This is an optimization exercise on Yosys and OpenROAD, whose aim is small area and a short achievable clock period, not a production implementation.
Only simulation tests tie the RTL to the original design; equivalence was not proved.
Power and IR drop assume default switching activity.

==> design/flow/constraint.sdc <==
create_clock -name core_clock -period 7.0 [get_ports {aclk}]
set_input_delay 1.4000 -clock core_clock [delete_from_list [all_inputs] [get_ports {aclk}]]
set_output_delay 1.4000 -clock core_clock [all_outputs]
set_load 0.01 [all_outputs]
==> design/flow/config.mk <==
export PLATFORM = sky130hd
export DESIGN_NAME = cam_result_packer
export DESIGN_NICKNAME = cam_result_packer
export VERILOG_FILES = /design/flow/design.v
export SDC_FILE = /design/flow/constraint.sdc
export NUM_CORES = 4
export LEC_CHECK = 0
export CAP_MARGIN = 20
export CORE_MARGIN = 2
export CORE_UTILIZATION = 40
export SLEW_MARGIN = 20
export SYNTH_MEMORY_MAX_BITS = 8192
==> design/flow/run.sh <==
#!/bin/bash
# synth_recipe.tcl (not shown) runs the flow's synth.tcl, then flattens the netlist and writes it again
# the make line also repeats each setting of config.mk as NAME=value (left out here)
make -C /OpenROAD-flow-scripts/flow DESIGN_CONFIG=/design/flow/config.mk WORK_HOME=/design/flow/orfs CLKGATE_MAP_FILE= SYNTH_SCRIPT=/design/flow/synth_recipe.tcl finish
==> design/flow/design.v <==
package cam_pkg;
  localparam int C_DATA_WIDTH  = 512;
  localparam int LANE_WIDTH    = 32;
  localparam int LANES         = C_DATA_WIDTH / LANE_WIDTH;
  localparam int OP_CODE_WIDTH = 3;
  typedef enum logic [OP_CODE_WIDTH-1:0] {
    IDLE       = 3'd0,
    UPDATE_ALL = 3'd1,
    SEARCH     = 3'd2,
    UPDATE_ONE = 3'd3
  } op_code_e;
  localparam logic [LANE_WIDTH-1:0] ACK_CODE =
    32'd100;
  localparam logic [LANE_WIDTH-1:0] NO_MATCH_PAD =
    32'hFFFF_FFFF;
  typedef struct packed {
    logic [C_DATA_WIDTH-1:0] data;
    logic                    last;
  } beat_t;
  localparam int BEAT_W = C_DATA_WIDTH + 1;
endpackage
module cam_sync_fifo #(
  parameter int WIDTH = 8,
  parameter int DEPTH = 8
) (
  input  logic             aclk,
  input  logic             areset,
  input  logic             push,
  input  logic [WIDTH-1:0] din,
  input  logic             pop,
  output logic [WIDTH-1:0] dout,
  output logic             full,
  output logic             empty
);
  localparam int AW = $clog2(DEPTH);
  logic [WIDTH-1:0] mem [DEPTH];
  logic [AW-1:0]    wr_ptr;
  logic [AW-1:0]    rd_ptr;
  logic [AW:0]      count;
  logic             do_push;
  logic             do_pop;
  always_comb begin
    empty   = (count == '0);
    full    = (count == (AW+1)'(DEPTH));
    do_pop  = pop && !empty;
    do_push = push && (!full || do_pop);
    dout    = empty ? '0 : mem[rd_ptr];
  end
  always_ff @(posedge aclk) begin
    if (do_push) mem[wr_ptr] <= din;
  end
  always_ff @(posedge aclk) begin
    if (areset) begin
      wr_ptr <= '0;
      rd_ptr <= '0;
      count  <= '0;
    end else begin
      if (do_push) wr_ptr <= wr_ptr + 1'b1;
      if (do_pop)  rd_ptr <= rd_ptr + 1'b1;
      count <= count + (AW+1)'(do_push)
                     - (AW+1)'(do_pop);
    end
  end
endmodule
import cam_pkg::*;
module cam_result_packer #(
  parameter int FIFO_DEPTH = 8
) (
  input  logic                     aclk,
  input  logic                     areset,
  input  logic [OP_CODE_WIDTH-1:0] state,
  input  logic                     s_tvalid,
  input  logic [C_DATA_WIDTH-1:0]  s_tdata,
  input  logic                     flush,
  output logic                     m_tvalid,
  input  logic                     m_tready,
  output logic [C_DATA_WIDTH-1:0]  m_tdata,
  output logic                     m_tlast,
  output logic                     overflow,
  output logic [31:0]              result_count
);
  localparam int PTR_W = $clog2(LANES);
  logic [LANES-1:0][LANE_WIDTH-1:0] lane_q;
  logic [LANES-1:0][LANE_WIDTH-1:0] lane_d;
  logic [PTR_W-1:0] lane_ptr;
  logic [PTR_W:0]   fill;
  logic             ack_pending;
  logic             ack_d;
  logic             search;
  logic             ack;
  logic             flush_req;
  logic             full_beat;
  logic             beat_push;
  logic             ack_push;
  logic             push;
  logic             pop;
  logic             fifo_full;
  logic             fifo_empty;
  logic [C_DATA_WIDTH-1:0] packed_data;
  cam_pkg::beat_t   push_beat;
  cam_pkg::beat_t   head;
  logic             unused_tdata;
  assign unused_tdata =
    ^s_tdata[C_DATA_WIDTH-1:LANE_WIDTH];
  always_comb begin
    search    = s_tvalid && (state == SEARCH);
    ack       = s_tvalid && (state == UPDATE_ALL);
    flush_req = flush || ack;
    lane_d    = lane_q;
    if (search)
      lane_d[lane_ptr] = s_tdata[LANE_WIDTH-1:0];
    fill = {1'b0, lane_ptr} + (PTR_W+1)'(search);
    full_beat = search &&
      (lane_ptr == PTR_W'(LANES-1));
    beat_push = full_beat ||
      (flush_req && (fill != '0));
    ack_push  = ack_pending && !beat_push;
    push      = beat_push || ack_push;
    ack_d     = (ack_pending && !ack_push) ||
                (ack && !ack_pending);
    pop       = m_tvalid && m_tready;
    packed_data = '0;
    for (int k = 0; k < LANES; k++)
      packed_data[k*LANE_WIDTH +: LANE_WIDTH] =
        ((PTR_W+1)'(k) < fill) ? lane_d[k]
                               : NO_MATCH_PAD;
    push_beat = '0;
    unique case (1'b1)
      beat_push: begin
        push_beat.data = packed_data;
        push_beat.last = flush_req;
      end
      ack_push: begin
        push_beat.data =
          {{(C_DATA_WIDTH-LANE_WIDTH){1'b0}},
           ACK_CODE};
        push_beat.last = 1'b1;
      end
      default: push_beat = '0;
    endcase
  end
  always_ff @(posedge aclk) begin
    if (areset) begin
      lane_q       <= '0;
      lane_ptr     <= '0;
      ack_pending  <= 1'b0;
      result_count <= '0;
      overflow     <= 1'b0;
    end else begin
      lane_q      <= lane_d;
      lane_ptr    <= (full_beat || flush_req)
                     ? '0 : fill[PTR_W-1:0];
      ack_pending <= ack_d;
      if (search)
        result_count <= result_count + 32'd1;
      if (push && fifo_full && !pop)
        overflow <= 1'b1;
    end
  end
  cam_sync_fifo #(
    .WIDTH (BEAT_W),
    .DEPTH (FIFO_DEPTH)
  ) u_fifo (
    .aclk   (aclk),
    .areset (areset),
    .push   (push),
    .din    (push_beat),
    .pop    (pop),
    .dout   (head),
    .full   (fifo_full),
    .empty  (fifo_empty)
  );
  always_comb begin
    m_tvalid = !fifo_empty;
    m_tdata  = head.data;
    m_tlast  = head.last;
  end
endmodule
==> run summary <==
==> state kept, by name (all words and copies together), names as in the netlist, named ones only <==
name	count
u_fifo.mem	4104
lane_q	512
result_count	32
lane_ptr	4
u_fifo.count	4
u_fifo.rd_ptr	3
u_fifo.wr_ptr	3
ack_pending	1
overflow	1
==> kinds of logic after synthesis <==
kind of cell | Yosys count
AOI/OAI and AO/OA | 960
xor gates and xnor gates | 30
DFF | 4667
adders and majority gates | 15
buffers and inverters | 678
muxes | 1667
and+or+nand+nor | 1275
==> through the flow <==
step | total power, W | utilization | setup slack (ns)
final | 0.0731 | 0.470 | 0.890
after global routing | 0.0756 | 0.470 | 0.692
after CTS | 0.0740 | 0.470 | 0.779
after detailed placement | 0.0483 | 0.434 | 0.833
after global placement | 0.0482 | 0.434 | 0.914
after floorplan | 0.0405 | - | -12.58
==> layout make-up <==
| class | instances | area share |
|---|---|---|
| inverter | 23 | 0.000413 |
| timing repair buffer | 882 | 0.0463 |
| multi-input combinational | 3947 | 0.198 |
| antenna | 23 | 0.000275 |
| clock inverter | 258 | 0.0142 |
| tap | 5928 | 0.0354 |
| sequential | 4667 | 0.643 |
| clock buffer | 627 | 0.0624 |
==> metal layers <==
metal,wire length (um),GRT usage,vias to the layer above
met5,56,0,-
met4,16500,0.0689,8
met3,37300,0.0381,656
met2,251000,0.369,3660
met1,207000,0.297,50000
li1,-,-,38700
==> cell usage after synthesis (all sizes together), types with 15 or more instances <==
| master | number |
|---|---|
| a21oi | 541 |
| edfxtp | 4104 |
| clkbuf | 358 |
| nor2 | 1080 |
| a2bb2oi | 42 |
| and2 | 28 |
| buf | 297 |
| xnor2 | 19 |
| o21ai | 15 |
| nand3 | 19 |
| inv | 22 |
| mux4 | 1026 |
| nand2 | 47 |
| and3 | 18 |
| a22oi | 337 |
| mux2i | 639 |
| dfxtp | 563 |
==> power by group <==
group | switching [W] | total [W] | internal (W)
registers | 0.000175 | 0.0305 | 0.0303
clock network | 0.0108 | 0.0258 | 0.0150
logic | 0.00883 | 0.0169 | 0.00805
==> tightest hold or removal path: cells and delay by family, from the launching register on <==
| family | cells | cell delay (ns) |
|---|---|---|
| simple gates | 1 | 0.07 |
| compound gates | 1 | 0.07 |
| flops | 1 | 0.30 |
==> how the worst max path moves through the flow <==
stage	endpoint	slack, ns	cells after the start
floorplan	u_fifo.mem[0][0]	-12.58	10
global placement	u_fifo.mem[5][386]	0.91	11
detailed placement	u_fifo.mem[5][423]	0.83	11
CTS	m_tdata[271]	0.78	6
global route	m_tdata[402]	0.69	6
finish	m_tdata[402]	0.89	6
==> flow_summary.json <==
{
  "timing.final.crit_share": 0.873,
  "min_from": "lane_q[3]",
  "clockBufferDepth": 4,
  "synth_compound_area_frac": 0.0332,
  "initial_core_util": 0.401,
  "placed_cells": 15400,
  "clkTransAtPathRegs_ns": 0.07,
  "numCtsBuffers": 465,
  "coreArea_sq_um": 445000,
  "post-dp-hpwl_mm": 288,
  "ys.flop_type": "edfxtp_1",
  "max_freq_ghz": 0.164,
  "required_ns": 5.60,
  "io_buffers": 586,
  "drtPass1Iterations": 6,
  "path_cells": "buf_12, buf_4, mux4_2, mux2i_1, nor2_1, clkdlybuf4s50_1",
  "seqCellArea_sq_um": 135000,
  "die_x_um": 672,
  "cts-htree-levels": 5,
  "antenna_found_initial": 46,
  "die_height_um": 672,
  "fp-row-count": 245,
  "reg2reg_from": "lane_ptr[3]",
  "fin_skew_ns": 0.0716,
  "slowest_delay_ns": 1.01,
  "wl_mm": 512,
  "nets": 10500,
  "hold_path_class": "flop to flop",
  "whs_path_depth": 2,
  "synth-seq-area-share": 0.753,
  "track_usage": 0.221,
  "syn_inst": 9292,
  "synthAdderAreaFrac": 0.00109,
  "rr_endpoint": "u_fifo.mem[0][72]",
  "synth_nets": 9827,
  "peakVddDrop_v": 0.000338,
  "endpoint_kind": "output port",
  "fin_crit_ns": 6.11,
  "ys_seq_elements": 4667,
  "crit_slowest_cell": "dfxtp_4",
  "syn_avg_cell_area_sq_um": 19.2,
  "final_common_cell": "edfxtp_1",
  "final_cell_mix": "edfxtp_1, nor2_1, mux4_2",
  "min_to": "lane_q[3]",
  "crit_type": "flop to output port",
  "fill_cells": 36900,
  "pin_count": 1067,
  "grt_pass1_vias": 94200,
  "power_per_cell_area_nw_per_um2": 349,
  "setup_viol": 0,
  "drv_cap": 0,
  "p_leak_nw": 66.8,
  "synth_cell_types": 68,
  "clock_latency_ns": 1.02,
  "crit_family": "multiplexers",
  "cp_data_arrival_time_ns": 4.71,
  "reg2reg_depth": 7,
  "via_count": 93000,
  "cts_tree": "built",
  "fin_area_sq_um": 209000,
  "synthMuxAreaShare": 0.165,
  "tightest_slew_ns": 1.14,
  "gp_congestion": 0.786,
  "layout.cells.non_filler": 16400,
  "synth_top_area_share": 0.690,
  "cts_hold_buf": 0,
  "vias_per_cell": 5.69,
  "clockRootBuffer": "clkbuf_16",
  "synth_area_sq_um": 179000,
  "synth_edf_count": 4104,
  "placed_area_sq_um": 193000,
  "crit_buf_inv": 3,
  "wl_per_cell_um": 31.3,
  "grt_max_degree": 157,
  "yosys.area_share.simple": 0.0294,
  "ys.warnings.count": 2,
  "holdWs_ns": 0.472,
  "synth_area_leaders": "edfxtp_1, mux4_2, dfxtp_1",
  "outcome": "timing/DRC/antenna clean",
  "drc_errors": 0,
  "hold_violations": 0,
  "cp_max_fo": 35,
  "layout-drive-gt1-share": 0.207,
  "rsz0062_at_grt": "no",
  "grt_pass1_wl_mm": 712,
  "post_cts_buffers": 0,
  "r2r_setup_slack_ns": 1.72,
  "ctsResizeCount": 0,
  "tns_ns": 0,
  "synth_top_family_by_area": "multiplexers",
  "numClockSinks": 4667,
  "area_growth_pct": 17.2,
  "synth_top_cell_by_area": "edfxtp_1",
  "dieArea_sq_um": 452000,
  "async_flop_share": 0,
  "drtIter0Drc": 10000,
  "grt_overflow": 0,
  "ant_nets": 0,
  "slew_headroom": 0.218,
  "multi_input_comb_area_sq_um": 41500,
  "synth_xor_area_frac": 0.00147,
  "crit_path_start_kind": "flop",
  "slew_violations": 0
}

==> re-timing with driven ports <==
The results above use ideal ports. As a check the final layout listed here was re-extracted and re-timed, cells and wires unchanged. Step 1 (the two cells are an assumption about what drives the block):
set clk [get_ports {aclk}]
set_driving_cell -lib_cell sky130_fd_sc_hd__clkbuf_16 $clk
set_driving_cell -lib_cell sky130_fd_sc_hd__buf_2 [delete_from_list [all_inputs] $clk]
Step 2 adds t to the input delays and takes it off the output delays; t is the mean of the earliest and latest rising clock arrival at the registers after step 1. Input paths then give back, and output paths get back, about the clock's delay inside the block. a / b / c = no drivers / after step 1 / after step 2; a / b = the first two.
t, ns: 1.106
setup slack, ns: 0.890 / 0.775 / 0.769
worst setup path after step 2: input to register
worst register clock-pin slew, ns: 0.07 / 0.07
worst data-port slew with drivers (ns): 0.29
After both steps this run still meets setup and hold. The setup slack of this run moves by -0.115 ns with the drivers and by -0.121 ns with both steps.
